What follows belongs to an exercise in optimizing a design on an open flow for small area; a production flow would make more cautious choices. At most, simulation tests tie the RTL to the original design; equivalence was not proved. Power is estimated from default activity; no workload was simulated.

==> inputs of try-cedar <==
==> flow/design.v <==
`timescale 1ns/10ps
`default_nettype none
module adc_scaler (
    input  logic        clk,
    input  logic        rst_n,
    input  logic [11:0] adc,
    input  logic        adc_dv,
    output logic [12:0] scaled
);
    localparam logic [11:0] CONV_GAIN = 12'h9B2;     
    logic [11:0] adc_q;                              
    logic [23:0] prod;
    logic [11:0] mid_q;                              
    logic [11:0] data_q;                             
    logic [2:0]  dv_sr;                              
    always_ff @(posedge clk) begin
        if (!rst_n) begin
            dv_sr <= '0;
        end else begin
            dv_sr <= {dv_sr[1:0], adc_dv};
        end
    end
    assign prod = 24'(adc_q) * 24'(CONV_GAIN);
    always_ff @(posedge clk) begin
        adc_q  <= adc;
        mid_q  <= prod[23:12];                       
        data_q <= mid_q;
    end
    assign scaled = {dv_sr[2], data_q};
endmodule
`default_nettype wire
`timescale 1ns/10ps
`default_nettype none
module boxcar_filter #(
    parameter int AVG_LOG2 = 4
) (
    input  logic        clk,
    input  logic        rst_n,
    input  logic [12:0] scaled,
    output logic [12:0] filtered
);
    localparam int DEPTH = 2 ** AVG_LOG2;
    localparam int ACC_W = 12 + AVG_LOG2;            
    logic [11:0]       taps [DEPTH];                 
    logic [ACC_W-1:0]  acc;                          
    logic [AVG_LOG2:0] fill;                         
    logic [11:0]       oldest;
    logic              filt_valid;
    assign oldest = fill[AVG_LOG2] ? taps[DEPTH-1] : 12'd0;
    always_ff @(posedge clk) begin
        if (scaled[12]) begin
            taps[0] <= scaled[11:0];
            for (int i = 1; i < DEPTH; i++) begin
                taps[i] <= taps[i-1];
            end
        end
    end
    always_ff @(posedge clk) begin
        if (!rst_n) begin
            acc        <= '0;
            fill       <= '0;
            filt_valid <= 1'b0;
        end else begin
            filt_valid <= scaled[12];
            if (scaled[12]) begin
                acc <= acc + {{AVG_LOG2{1'b0}}, scaled[11:0]} - {{AVG_LOG2{1'b0}}, oldest};
                if (!fill[AVG_LOG2]) begin
                    fill <= fill + 1'b1;
                end
            end
        end
    end
    assign filtered = {filt_valid, acc[ACC_W-1:AVG_LOG2]};    
endmodule
`default_nettype wire
`timescale 1ns/10ps
`default_nettype none
module run_sequencer #(
    parameter int TICKS_PER_SEC = 1000
) (
    input  logic        clk,
    input  logic        rst_n,
    input  logic        run_en,
    input  logic [31:0] run_cfg,
    input  logic        run_start,
    input  logic        run_stop,
    input  logic        filt_valid,
    output logic        seq_stb0,
    output logic        seq_stb1,
    output logic [1:0]  seq_kind,
    output logic        seq_pv,
    output logic [2:0]  seq_status
);
    localparam logic [9:0] TICK_LAST = 10'h2B2;      
    localparam logic [1:0] KIND_ZERO = 2'd0;
    localparam logic [1:0] KIND_TWO  = 2'd1;
    localparam logic [1:0] KIND_ONE  = 2'd2;
    localparam logic [1:0] KIND_FILT = 2'd3;
    localparam logic [2:0] SEQ_INIT  = 3'd0;
    localparam logic [2:0] SEQ_WAIT  = 3'd1;
    localparam logic [2:0] SEQ_PRE   = 3'd2;
    localparam logic [2:0] SEQ_PULSE = 3'd3;
    localparam logic [2:0] SEQ_POST  = 3'd4;
    localparam logic [2:0] ST_OFF   = 3'd0;
    localparam logic [2:0] ST_WAIT  = 3'd1;
    localparam logic [2:0] ST_PRE   = 3'd2;
    localparam logic [2:0] ST_PULSE = 3'd3;
    localparam logic [2:0] ST_POST  = 3'd4;
    logic [2:0] state;
    logic [9:0] tick;                                
    logic [7:0] secs;                                
    logic [7:0] pre_s, pulse_s, post_s;
    logic [7:0] loops_q;                             
    logic       active;
    logic       tick0;
    logic       tick_wrap;
    logic [7:0] lim;
    logic       phase_end;
    assign active    = (state == SEQ_PRE) || (state == SEQ_PULSE) || (state == SEQ_POST);
    assign tick0     = (tick == 10'd0);
    assign tick_wrap = (tick == TICK_LAST);
    assign lim       = (state == SEQ_PRE) ? pre_s : (state == SEQ_PULSE) ? pulse_s : post_s;
    assign phase_end = tick0 && (secs == lim);
    always_ff @(posedge clk) begin
        if (!active || phase_end) begin
            tick <= '0;
            secs <= '0;
        end else if (tick_wrap) begin
            tick <= '0;
            secs <= secs + 1'b1;
        end else begin
            tick <= {tick[8:0], ~(tick[9] ^ tick[6])};
        end
    end
    always_ff @(posedge clk) begin
        if (run_en && state == SEQ_WAIT && run_start) begin
            loops_q <= run_cfg[31:24];
            pre_s   <= run_cfg[23:16];
            pulse_s <= run_cfg[15:8];
            post_s  <= run_cfg[7:0];
        end else if (run_en && state == SEQ_POST && phase_end && loops_q > 8'd1) begin
            loops_q <= loops_q - 8'd1;
        end
    end
    always_ff @(posedge clk) begin
        if (state == SEQ_PULSE && !phase_end) begin
            seq_kind <= KIND_FILT;
        end else if (state == SEQ_PRE && phase_end) begin
            seq_kind <= KIND_ONE;
        end else if (state == SEQ_PRE && secs == 8'd0) begin
            seq_kind <= KIND_TWO;
        end else begin
            seq_kind <= KIND_ZERO;
        end
    end
    always_ff @(posedge clk) begin
        if (!rst_n) begin
            state      <= SEQ_INIT;
            seq_stb0   <= 1'b0;
            seq_stb1   <= 1'b0;
            seq_pv     <= 1'b0;
            seq_status <= ST_OFF;
        end else begin
            seq_stb0   <= 1'b0;
            seq_stb1   <= 1'b0;
            seq_pv     <= 1'b0;
            seq_status <= ST_OFF;
            if (!run_en) begin
                state <= SEQ_INIT;
            end else begin
                case (state)
                    SEQ_INIT: begin
                        seq_stb0   <= 1'b1;              
                        seq_stb1   <= 1'b1;
                        seq_status <= ST_WAIT;
                        state      <= SEQ_WAIT;
                    end
                    SEQ_WAIT: begin
                        seq_status <= ST_WAIT;
                        if (run_start) begin
                            state <= SEQ_PRE;
                        end
                    end
                    SEQ_PRE: begin
                        seq_status <= ST_PRE;
                        if (tick0 && (secs == 8'd0 || secs == 8'd1 || phase_end)) begin
                            seq_stb1 <= 1'b1;
                        end
                        if (phase_end) begin
                            state <= SEQ_PULSE;
                        end
                    end
                    SEQ_PULSE: begin
                        seq_status <= ST_PULSE;
                        seq_pv     <= 1'b1;
                        if (phase_end) begin
                            seq_stb0 <= 1'b1;            
                            seq_stb1 <= 1'b1;
                            state    <= SEQ_POST;
                        end else begin
                            seq_stb0 <= filt_valid;      
                        end
                    end
                    SEQ_POST: begin
                        seq_status <= ST_POST;
                        if (phase_end) begin
                            state <= (loops_q > 8'd1) ? SEQ_PRE : SEQ_WAIT;
                        end
                    end
                    default: state <= SEQ_INIT;
                endcase
                if (run_stop && active) begin
                    seq_stb0 <= 1'b0;
                    seq_stb1 <= 1'b0;
                    seq_pv   <= 1'b0;
                    state    <= SEQ_INIT;
                end
            end
        end
    end
endmodule
`default_nettype wire
`timescale 1ns/10ps
`default_nettype none
module mode_controller (
    input  logic        clk,
    input  logic        rst_n,
    input  logic [1:0]  mode,
    input  logic        mode_update,
    input  logic [12:0] filtered,
    input  logic [12:0] dac0_test,
    input  logic [12:0] dac1_test,
    input  logic        pv_test,
    input  logic        seq_stb0,
    input  logic        seq_stb1,
    input  logic [1:0]  seq_kind,
    input  logic        seq_pv,
    input  logic [2:0]  seq_status,
    output logic        run_en,
    output logic [12:0] dac0,
    output logic [12:0] dac1,
    output logic        pv,
    output logic [2:0]  status
);
    localparam logic [1:0] MODE_LOOPBACK = 2'd1;
    localparam logic [1:0] MODE_DAC_TEST = 2'd2;
    localparam logic [1:0] MODE_RUN      = 2'd3;
    localparam logic [1:0] CTRL_IDLE     = 2'd0;
    localparam logic [1:0] CTRL_LOOPBACK = 2'd1;
    localparam logic [1:0] CTRL_DAC_TEST = 2'd2;
    localparam logic [1:0] CTRL_RUN      = 2'd3;
    localparam logic [11:0] TWO_VOLT = 12'h9B2;
    localparam logic [11:0] ONE_VOLT = 12'h505;
    localparam logic [2:0] ST_OFF = 3'd0;
    logic [1:0]  state;
    logic [11:0] dac0_q;
    logic [11:0] dac1_q;
    logic        stb0_q;
    logic        stb1_q;
    logic [11:0] seq_level;
    assign run_en = (state == CTRL_RUN);             
    always_comb begin
        case (seq_kind)
            2'd0:    seq_level = 12'd0;
            2'd1:    seq_level = TWO_VOLT;
            2'd2:    seq_level = ONE_VOLT;
            default: seq_level = dac1_q;             
        endcase
    end
    always_ff @(posedge clk) begin
        dac1_q <= (state == CTRL_DAC_TEST) ? dac1_test[11:0] : filtered[11:0];
        case (state)
            CTRL_DAC_TEST: dac0_q <= dac0_test[11:0];
            CTRL_RUN:      dac0_q <= seq_level;
            default:       dac0_q <= filtered[11:0];
        endcase
    end
    always_ff @(posedge clk) begin
        if (!rst_n) begin
            state  <= CTRL_IDLE;
            stb0_q <= 1'b0;
            stb1_q <= 1'b0;
            pv     <= 1'b0;
            status <= ST_OFF;
        end else begin
            stb0_q <= 1'b0;
            stb1_q <= 1'b0;
            pv     <= 1'b0;
            status <= ST_OFF;                        
            if (mode_update) begin
                state <= CTRL_IDLE;
            end else begin
                case (state)
                    CTRL_IDLE: begin
                        case (mode)
                            MODE_LOOPBACK: state <= CTRL_LOOPBACK;
                            MODE_DAC_TEST: state <= CTRL_DAC_TEST;
                            MODE_RUN:      state <= CTRL_RUN;
                            default:       state <= CTRL_IDLE;
                        endcase
                    end
                    CTRL_LOOPBACK: begin
                        stb0_q <= filtered[12];      
                        stb1_q <= filtered[12];
                        pv     <= pv_test;
                    end
                    CTRL_DAC_TEST: begin
                        stb0_q <= dac0_test[12];
                        stb1_q <= dac1_test[12];
                        pv     <= pv_test;
                    end
                    CTRL_RUN: begin
                        stb0_q <= seq_stb0;
                        stb1_q <= seq_stb1;
                        pv     <= seq_pv;
                        status <= seq_status;
                    end
                    default: state <= CTRL_IDLE;
                endcase
            end
        end
    end
    assign dac0 = {stb0_q, dac0_q};
    assign dac1 = {stb1_q, (state == CTRL_RUN) ? dac0_q : dac1_q};
endmodule
`default_nettype wire
`timescale 1ns/10ps
`default_nettype none
module ups_top #(
    parameter int TICKS_PER_SEC = 1000,
    parameter int AVG_LOG2      = 4
) (
    input  logic        clk,
    input  logic        rst_n,
    input  logic [11:0] adc,
    input  logic        adc_dv,
    input  logic [1:0]  mode,
    input  logic        mode_update,
    input  logic [12:0] dac0_test,
    input  logic [12:0] dac1_test,
    input  logic        pv_test,
    input  logic [31:0] run_cfg,
    input  logic        run_start,
    input  logic        run_stop,
    output logic [12:0] dac0,
    output logic [12:0] dac1,
    output logic        pv,
    output logic [2:0]  status
);
    logic [12:0] scaled;
    logic [12:0] filtered;
    logic        seq_stb0;
    logic        seq_stb1;
    logic [1:0]  seq_kind;
    logic        seq_pv;
    logic [2:0]  seq_status;
    logic        run_en;
    adc_scaler u_adc_scaler (
        .clk    (clk),
        .rst_n  (rst_n),
        .adc    (adc),
        .adc_dv (adc_dv),
        .scaled (scaled)
    );
    boxcar_filter #(
        .AVG_LOG2 (AVG_LOG2)
    ) u_boxcar_filter (
        .clk      (clk),
        .rst_n    (rst_n),
        .scaled   (scaled),
        .filtered (filtered)
    );
    run_sequencer #(
        .TICKS_PER_SEC (TICKS_PER_SEC)
    ) u_run_sequencer (
        .clk        (clk),
        .rst_n      (rst_n),
        .run_en     (run_en),
        .run_cfg    (run_cfg),
        .run_start  (run_start),
        .run_stop   (run_stop),
        .filt_valid (filtered[12]),
        .seq_stb0   (seq_stb0),
        .seq_stb1   (seq_stb1),
        .seq_kind   (seq_kind),
        .seq_pv     (seq_pv),
        .seq_status (seq_status)
    );
    mode_controller u_mode_controller (
        .clk         (clk),
        .rst_n       (rst_n),
        .mode        (mode),
        .mode_update (mode_update),
        .filtered    (filtered),
        .dac0_test   (dac0_test),
        .dac1_test   (dac1_test),
        .pv_test     (pv_test),
        .seq_stb0    (seq_stb0),
        .seq_stb1    (seq_stb1),
        .seq_kind    (seq_kind),
        .seq_pv      (seq_pv),
        .seq_status  (seq_status),
        .run_en      (run_en),
        .dac0        (dac0),
        .dac1        (dac1),
        .pv          (pv),
        .status      (status)
    );
endmodule
`default_nettype wire
==> flow/run.sh <==
#!/bin/bash
# synth_recipe.tcl (not shown) runs the flow's synth.tcl, then flattens the netlist and writes it again
# the make line also repeats each setting of config.mk as NAME=value (left out here)
make -C /OpenROAD-flow-scripts/flow DESIGN_CONFIG=/design/flow/config.mk WORK_HOME=/design/flow/orfs CLKGATE_MAP_FILE= SYNTH_SCRIPT=/design/flow/synth_recipe.tcl finish
==> flow/config.mk <==
export PLATFORM = sky130hd
export DESIGN_NAME = ups_top
export DESIGN_NICKNAME = ups_top
export VERILOG_FILES = /design/flow/design.v
export SDC_FILE = /design/flow/constraint.sdc
export NUM_CORES = 4
export LEC_CHECK = 0
export CAP_MARGIN = 20
export CORE_MARGIN = 2
export CORE_UTILIZATION = 40
export SLEW_MARGIN = 20
==> flow/constraint.sdc <==
create_clock -name core_clock -period 8.0 [get_ports {clk}]
set_input_delay 1.6000 -clock core_clock [delete_from_list [all_inputs] [get_ports {clk}]]
set_output_delay 1.6000 -clock core_clock [all_outputs]
set_load 0.01 [all_outputs]
==> inputs of try-yarrow, as changes to try-cedar <==
--- a/flow/design.v
+++ b/flow/design.v
@@ -9,3 +9,2 @@
 );
-    localparam logic [11:0] CONV_GAIN = 12'h9B2;     
     logic [11:0] adc_q;                              
@@ -22,3 +21,17 @@
     end
-    assign prod = 24'(adc_q) * 24'(CONV_GAIN);
+    function automatic logic [23:0] rca(input logic [23:0] x, input logic [23:0] y);
+        logic c;
+        c = 1'b0;
+        for (int i = 0; i < 24; i++) begin
+            rca[i] = x[i] ^ y[i] ^ c;
+            c      = (x[i] & y[i]) | (x[i] & c) | (y[i] & c);
+        end
+    endfunction
+    logic [23:0] m17;                                
+    logic [23:0] m576;                               
+    logic [23:0] m1241;                              
+    assign m17   = rca({8'd0, adc_q, 4'd0}, 24'(adc_q));
+    assign m576  = rca(m17 << 6, m17 << 3);
+    assign m1241 = rca(m576, m17);
+    assign prod  = m1241 << 1;
     always_ff @(posedge clk) begin
@@ -46,5 +59,20 @@
     logic [AVG_LOG2:0] fill;                         
+    logic [11:0]       newest;
     logic [11:0]       oldest;
     logic              filt_valid;
-    assign oldest = fill[AVG_LOG2] ? taps[DEPTH-1] : 12'd0;
+    function automatic logic [ACC_W-1:0] rca(input logic [ACC_W-1:0] x, input logic [ACC_W-1:0] y,
+                                             input logic ci);
+        logic c;
+        c = ci;
+        for (int i = 0; i < ACC_W; i++) begin
+            rca[i] = x[i] ^ y[i] ^ c;
+            c      = (x[i] & y[i]) | (x[i] & c) | (y[i] & c);
+        end
+    endfunction
+    logic [ACC_W-1:0] delta;
+    logic [ACC_W-1:0] sum_next;
+    assign newest   = scaled[12] ? scaled[11:0] : 12'd0;
+    assign delta    = rca({{AVG_LOG2{1'b0}}, newest}, ~{{AVG_LOG2{1'b0}}, oldest}, 1'b1);
+    assign sum_next = rca(acc, {{(AVG_LOG2-1){delta[12]}}, delta[12:0]}, 1'b0);
+    assign oldest = (fill[AVG_LOG2] && scaled[12]) ? taps[DEPTH-1] : 12'd0;
     always_ff @(posedge clk) begin
@@ -61,9 +89,7 @@
             fill       <= '0;
-            filt_valid <= 1'b0;
         end else begin
-            filt_valid <= scaled[12];
+            acc        <= sum_next;
             if (scaled[12]) begin
-                acc <= acc + {{AVG_LOG2{1'b0}}, scaled[11:0]} - {{AVG_LOG2{1'b0}}, oldest};
                 if (!fill[AVG_LOG2]) begin
-                    fill <= fill + 1'b1;
+                    fill <= rca(ACC_W'(fill), '0, 1'b1);
                 end
@@ -72,2 +98,5 @@
     end
+    always_ff @(posedge clk) begin
+        filt_valid <= scaled[12];
+    end
     assign filtered = {filt_valid, acc[ACC_W-1:AVG_LOG2]};    
@@ -89,3 +118,4 @@
     output logic        seq_stb1,
-    output logic [1:0]  seq_kind,
+    output logic        lvl_load,
+    output logic [1:0]  lvl_code,
     output logic        seq_pv,
@@ -94,11 +124,10 @@
     localparam logic [9:0] TICK_LAST = 10'h2B2;      
-    localparam logic [1:0] KIND_ZERO = 2'd0;
-    localparam logic [1:0] KIND_TWO  = 2'd1;
-    localparam logic [1:0] KIND_ONE  = 2'd2;
-    localparam logic [1:0] KIND_FILT = 2'd3;
+    localparam logic [1:0] LVL_ZERO = 2'd0;
+    localparam logic [1:0] LVL_TWO  = 2'd1;
+    localparam logic [1:0] LVL_ONE  = 2'd2;
     localparam logic [2:0] SEQ_INIT  = 3'd0;
-    localparam logic [2:0] SEQ_WAIT  = 3'd1;
-    localparam logic [2:0] SEQ_PRE   = 3'd2;
-    localparam logic [2:0] SEQ_PULSE = 3'd3;
-    localparam logic [2:0] SEQ_POST  = 3'd4;
+    localparam logic [2:0] SEQ_WAIT  = 3'd2;
+    localparam logic [2:0] SEQ_PRE   = 3'd5;         
+    localparam logic [2:0] SEQ_PULSE = 3'd4;
+    localparam logic [2:0] SEQ_POST  = 3'd7;
     localparam logic [2:0] ST_OFF   = 3'd0;
@@ -118,3 +147,11 @@
     logic       phase_end;
-    assign active    = (state == SEQ_PRE) || (state == SEQ_PULSE) || (state == SEQ_POST);
+    function automatic logic [7:0] rca8(input logic [7:0] x, input logic [7:0] y, input logic ci);
+        logic c;
+        c = ci;
+        for (int i = 0; i < 8; i++) begin
+            rca8[i] = x[i] ^ y[i] ^ c;
+            c       = (x[i] & y[i]) | (x[i] & c) | (y[i] & c);
+        end
+    endfunction
+    assign active    = state[2];
     assign tick0     = (tick == 10'd0);
@@ -129,3 +166,3 @@
             tick <= '0;
-            secs <= secs + 1'b1;
+            secs <= rca8(secs, 8'd0, 1'b1);
         end else begin
@@ -135,3 +172,3 @@
     always_ff @(posedge clk) begin
-        if (run_en && state == SEQ_WAIT && run_start) begin
+        if (state == SEQ_WAIT) begin                 
             loops_q <= run_cfg[31:24];
@@ -140,15 +177,14 @@
             post_s  <= run_cfg[7:0];
-        end else if (run_en && state == SEQ_POST && phase_end && loops_q > 8'd1) begin
-            loops_q <= loops_q - 8'd1;
+        end else if (state == SEQ_POST && phase_end && (|loops_q[7:1])) begin
+            loops_q <= rca8(loops_q, 8'hFF, 1'b0);
         end
     end
-    always_ff @(posedge clk) begin
-        if (state == SEQ_PULSE && !phase_end) begin
-            seq_kind <= KIND_FILT;
-        end else if (state == SEQ_PRE && phase_end) begin
-            seq_kind <= KIND_ONE;
+    assign lvl_load = (state == SEQ_INIT) || (state == SEQ_PRE) || (state == SEQ_PULSE && phase_end);
+    always_comb begin
+        if (state == SEQ_PRE && phase_end) begin
+            lvl_code = LVL_ONE;
         end else if (state == SEQ_PRE && secs == 8'd0) begin
-            seq_kind <= KIND_TWO;
+            lvl_code = LVL_TWO;
         end else begin
-            seq_kind <= KIND_ZERO;
+            lvl_code = LVL_ZERO;
         end
@@ -156,9 +192,3 @@
     always_ff @(posedge clk) begin
-        if (!rst_n) begin
-            state      <= SEQ_INIT;
-            seq_stb0   <= 1'b0;
-            seq_stb1   <= 1'b0;
-            seq_pv     <= 1'b0;
-            seq_status <= ST_OFF;
-        end else begin
+        begin
             seq_stb0   <= 1'b0;
@@ -206,3 +236,3 @@
                         if (phase_end) begin
-                            state <= (loops_q > 8'd1) ? SEQ_PRE : SEQ_WAIT;
+                            state <= ((|loops_q[7:1])) ? SEQ_PRE : SEQ_WAIT;
                         end
@@ -235,3 +265,4 @@
     input  logic        seq_stb1,
-    input  logic [1:0]  seq_kind,
+    input  logic        lvl_load,
+    input  logic [1:0]  lvl_code,
     input  logic        seq_pv,
@@ -262,7 +293,6 @@
     always_comb begin
-        case (seq_kind)
-            2'd0:    seq_level = 12'd0;
+        case (lvl_code)
             2'd1:    seq_level = TWO_VOLT;
             2'd2:    seq_level = ONE_VOLT;
-            default: seq_level = dac1_q;             
+            default: seq_level = 12'd0;
         endcase
@@ -270,6 +300,12 @@
     always_ff @(posedge clk) begin
-        dac1_q <= (state == CTRL_DAC_TEST) ? dac1_test[11:0] : filtered[11:0];
+        if (state == CTRL_DAC_TEST) begin
+            dac1_q <= dac1_test[11:0];
+        end else if (lvl_load) begin
+            dac1_q <= seq_level;
+        end else begin
+            dac1_q <= filtered[11:0];
+        end
         case (state)
             CTRL_DAC_TEST: dac0_q <= dac0_test[11:0];
-            CTRL_RUN:      dac0_q <= seq_level;
+            CTRL_RUN:      dac0_q <= dac1_q;
             default:       dac0_q <= filtered[11:0];
@@ -323,3 +359,3 @@
     assign dac0 = {stb0_q, dac0_q};
-    assign dac1 = {stb1_q, (state == CTRL_RUN) ? dac0_q : dac1_q};
+    assign dac1 = {stb1_q, (state == CTRL_DAC_TEST) ? dac1_q : dac0_q};
 endmodule
@@ -353,3 +389,4 @@
     logic        seq_stb1;
-    logic [1:0]  seq_kind;
+    logic        lvl_load;
+    logic [1:0]  lvl_code;
     logic        seq_pv;
@@ -384,3 +421,4 @@
         .seq_stb1   (seq_stb1),
-        .seq_kind   (seq_kind),
+        .lvl_load   (lvl_load),
+        .lvl_code   (lvl_code),
         .seq_pv     (seq_pv),
@@ -399,3 +437,4 @@
         .seq_stb1    (seq_stb1),
-        .seq_kind    (seq_kind),
+        .lvl_load    (lvl_load),
+        .lvl_code    (lvl_code),
         .seq_pv      (seq_pv),
==> flow/flow/run.sh (new file) <==
#!/bin/bash
# The standard layout, with each port buffered by the smallest buffer cell
# and a clock tree without dummy loads, small buffers above the leaf level
set -euo pipefail
bash standard.sh \
  "BUFFER_PORTS_ARGS=-buffer_cell sky130_fd_sc_hd__buf_1" \
  "CTS_ARGS=-sink_clustering_enable -repair_clock_nets -sink_clustering_size 30 -sink_clustering_max_diameter 100 -dont_use_dummy_load -root_buf sky130_fd_sc_hd__clkbuf_4 -tree_buf sky130_fd_sc_hd__clkbuf_4 -sink_clustering_buffer sky130_fd_sc_hd__clkbuf_16" \
  finish > standard.log 2>&1
==> flow/standard.sh (new file) <==
#!/bin/bash
# synth_recipe.tcl (not shown) runs the flow's synth.tcl, then flattens the netlist and writes it again
# the make line also repeats each setting of config.mk as NAME=value (left out here)
make -C /OpenROAD-flow-scripts/flow DESIGN_CONFIG=/design/flow/config.mk WORK_HOME=/design/flow/orfs CLKGATE_MAP_FILE= SYNTH_SCRIPT=/design/flow/synth_recipe.tcl "${@:-finish}"
--- a/flow/config.mk
+++ b/flow/config.mk
@@ -10,2 +10,4 @@
 export CORE_UTILIZATION = 40
+export CTS_CLUSTER_DIAMETER = 100
+export CTS_CLUSTER_SIZE = 30
 export SLEW_MARGIN = 20
removed: flow/run.sh
==> inputs of try-amber, as changes to try-cedar <==
--- a/flow/design.v
+++ b/flow/design.v
@@ -9,3 +9,2 @@
 );
-    localparam logic [11:0] CONV_GAIN = 12'h9B2;     
     logic [11:0] adc_q;                              
@@ -22,5 +21,27 @@
     end
-    assign prod = 24'(adc_q) * 24'(CONV_GAIN);
+    function automatic logic [23:0] rca(input logic [23:0] x, input logic [23:0] y);
+        logic c;
+        c = 1'b0;
+        for (int i = 0; i < 24; i++) begin
+            rca[i] = x[i] ^ y[i] ^ c;
+            c      = (x[i] & y[i]) | (x[i] & c) | (y[i] & c);
+        end
+    endfunction
+    logic [23:0] m17;                                
+    logic [23:0] csa_s;
+    logic [23:0] csa_c;
+    logic [23:0] m1241;                              
+    assign m17 = rca({8'd0, adc_q, 4'd0}, 24'(adc_q));
+    always_comb begin
+        logic [23:0] x, y, z;
+        x = m17;
+        y = m17 << 3;
+        z = m17 << 6;
+        csa_s = x ^ y ^ z;
+        csa_c = ((x & y) | (x & z) | (y & z)) << 1;
+    end
+    assign m1241 = rca(csa_s, csa_c);
+    assign prod  = m1241 << 1;
     always_ff @(posedge clk) begin
-        adc_q  <= adc;
+        adc_q  <= adc_dv ? adc : 12'd0;             
         mid_q  <= prod[23:12];                       
@@ -48,3 +69,22 @@
     logic              filt_valid;
-    assign oldest = fill[AVG_LOG2] ? taps[DEPTH-1] : 12'd0;
+    function automatic logic [ACC_W-1:0] rca(input logic [ACC_W-1:0] x, input logic [ACC_W-1:0] y,
+                                             input logic ci);
+        logic c;
+        c = ci;
+        for (int i = 0; i < ACC_W; i++) begin
+            rca[i] = x[i] ^ y[i] ^ c;
+            c      = (x[i] & y[i]) | (x[i] & c) | (y[i] & c);
+        end
+    endfunction
+    logic [ACC_W-1:0] sum_next;
+    always_comb begin
+        logic [ACC_W-1:0] x, y, z, s, c;
+        x = acc;
+        y = {{AVG_LOG2{1'b0}}, scaled[11:0]};
+        z = ~{{AVG_LOG2{1'b0}}, oldest};
+        s = x ^ y ^ z;
+        c = ((x & y) | (x & z) | (y & z)) << 1;
+        sum_next = rca(s, c, 1'b1);
+    end
+    assign oldest = (fill[AVG_LOG2] && scaled[12]) ? taps[DEPTH-1] : 12'd0;
     always_ff @(posedge clk) begin
@@ -64,6 +104,6 @@
             filt_valid <= scaled[12];
+            acc        <= sum_next;
             if (scaled[12]) begin
-                acc <= acc + {{AVG_LOG2{1'b0}}, scaled[11:0]} - {{AVG_LOG2{1'b0}}, oldest};
                 if (!fill[AVG_LOG2]) begin
-                    fill <= fill + 1'b1;
+                    fill <= rca(ACC_W'(fill), '0, 1'b1);
                 end
@@ -100,5 +140,5 @@
     localparam logic [2:0] SEQ_WAIT  = 3'd1;
-    localparam logic [2:0] SEQ_PRE   = 3'd2;
-    localparam logic [2:0] SEQ_PULSE = 3'd3;
-    localparam logic [2:0] SEQ_POST  = 3'd4;
+    localparam logic [2:0] SEQ_PRE   = 3'd4;         
+    localparam logic [2:0] SEQ_PULSE = 3'd5;
+    localparam logic [2:0] SEQ_POST  = 3'd6;
     localparam logic [2:0] ST_OFF   = 3'd0;
@@ -118,3 +158,11 @@
     logic       phase_end;
-    assign active    = (state == SEQ_PRE) || (state == SEQ_PULSE) || (state == SEQ_POST);
+    function automatic logic [7:0] rca8(input logic [7:0] x, input logic [7:0] y, input logic ci);
+        logic c;
+        c = ci;
+        for (int i = 0; i < 8; i++) begin
+            rca8[i] = x[i] ^ y[i] ^ c;
+            c       = (x[i] & y[i]) | (x[i] & c) | (y[i] & c);
+        end
+    endfunction
+    assign active    = state[2];
     assign tick0     = (tick == 10'd0);
@@ -129,3 +177,3 @@
             tick <= '0;
-            secs <= secs + 1'b1;
+            secs <= rca8(secs, 8'd0, 1'b1);
         end else begin
@@ -135,3 +183,3 @@
     always_ff @(posedge clk) begin
-        if (run_en && state == SEQ_WAIT && run_start) begin
+        if (state == SEQ_WAIT) begin                 
             loops_q <= run_cfg[31:24];
@@ -140,4 +188,4 @@
             post_s  <= run_cfg[7:0];
-        end else if (run_en && state == SEQ_POST && phase_end && loops_q > 8'd1) begin
-            loops_q <= loops_q - 8'd1;
+        end else if (state == SEQ_POST && phase_end && (|loops_q[7:1])) begin
+            loops_q <= rca8(loops_q, 8'hFF, 1'b0);
         end
@@ -206,3 +254,3 @@
                         if (phase_end) begin
-                            state <= (loops_q > 8'd1) ? SEQ_PRE : SEQ_WAIT;
+                            state <= ((|loops_q[7:1])) ? SEQ_PRE : SEQ_WAIT;
                         end
==> flow/flow/run.sh (new file) <==
#!/bin/bash
# The standard layout, with each port buffered by the smallest buffer cell
set -euo pipefail
bash standard.sh "BUFFER_PORTS_ARGS=-buffer_cell sky130_fd_sc_hd__buf_1" finish > standard.log 2>&1
==> flow/standard.sh (new file) <==
#!/bin/bash
# synth_recipe.tcl (not shown) runs the flow's synth.tcl, then flattens the netlist and writes it again
# the make line also repeats each setting of config.mk as NAME=value (left out here)
make -C /OpenROAD-flow-scripts/flow DESIGN_CONFIG=/design/flow/config.mk WORK_HOME=/design/flow/orfs CLKGATE_MAP_FILE= SYNTH_SCRIPT=/design/flow/synth_recipe.tcl "${@:-finish}"
removed: flow/run.sh
==> summary.txt <==
metric                                                    try-yarrow               try-cedar               try-amber
Inverter count                                                    81                     111                     119
Worst Path Required                                          8.56 ns                 8.45 ns                 8.40 ns
Final worst path period share                                  0.861                   0.610                   0.951
Well tap count                                                   402                     468                     442
Data buffer area share                                        0.0320                  0.0645                  0.0299
Worst setup slack after layout                               1.11 ns                 3.12 ns                0.396 ns
Power consumed by combinational cells                       0.239 mW                 1.31 mW                0.688 mW
Depth of the worst register-to-register path                      24                      17                      28
Metal-1 WL                                                   10.1 mm                 12.7 mm                 10.4 mm
End point of the worst hold path              u_adc_scaler.data_q[4]  u_adc_scaler.data_q[3]  u_adc_scaler.data_q[6]
Run status                          no timing/DRC/antenna violations  no timing/DRC/antenna violations  no timing/DRC/antenna violations
Power Sequential                                             2.02 mW                 2.07 mW                 2.11 mW
Post-synthesis compound-gate area fraction                    0.0393                  0.0576                  0.0363
Most numerous cell on the critical path        sky130_fd_sc_hd__fa_1                       -   sky130_fd_sc_hd__fa_1
CP startpoint                                  u_adc_scaler.adc_q[0]   u_adc_scaler.adc_q[9]   u_adc_scaler.adc_q[4]
The RTL of try-amber was laid out without a check of its function.

static timing again, ports no longer ideal:
No port has a modelled driver above. Below, the same layouts with a new extraction and two added sets of constraints.
Step 1 sets driving cells, clkbuf_16 on the clock port and buf_2 on the other inputs (assumed; they add their load-dependent delay and slew).
Step 2 moves the port delays by t, midway between the first and last clock arrival at a register: inputs arrive t later, outputs are due t later. That takes back most of the time a late clock gives input paths.
a / b / c = no drivers / after step 1 / after step 2; a / b = the first two.
| run | t (ns) | setup WS [ns] | hold WS [ns] | worst slew at a driven data input, ns |
|---|---|---|---|---|
| try-cedar | 0.565 | 3.118 / 3.118 / 3.118 | 0.326 / 0.326 / 0.326 | 0.05 |
| try-yarrow | 0.698 | 1.111 / 1.111 / 1.111 | 0.330 / 0.330 / 0.330 | 0.04 |
| try-amber | 0.540 | 0.396 / 0.396 / 0.396 | 0.326 / 0.326 / 0.326 | 0.05 |
After both steps every run listed still meets setup and hold.
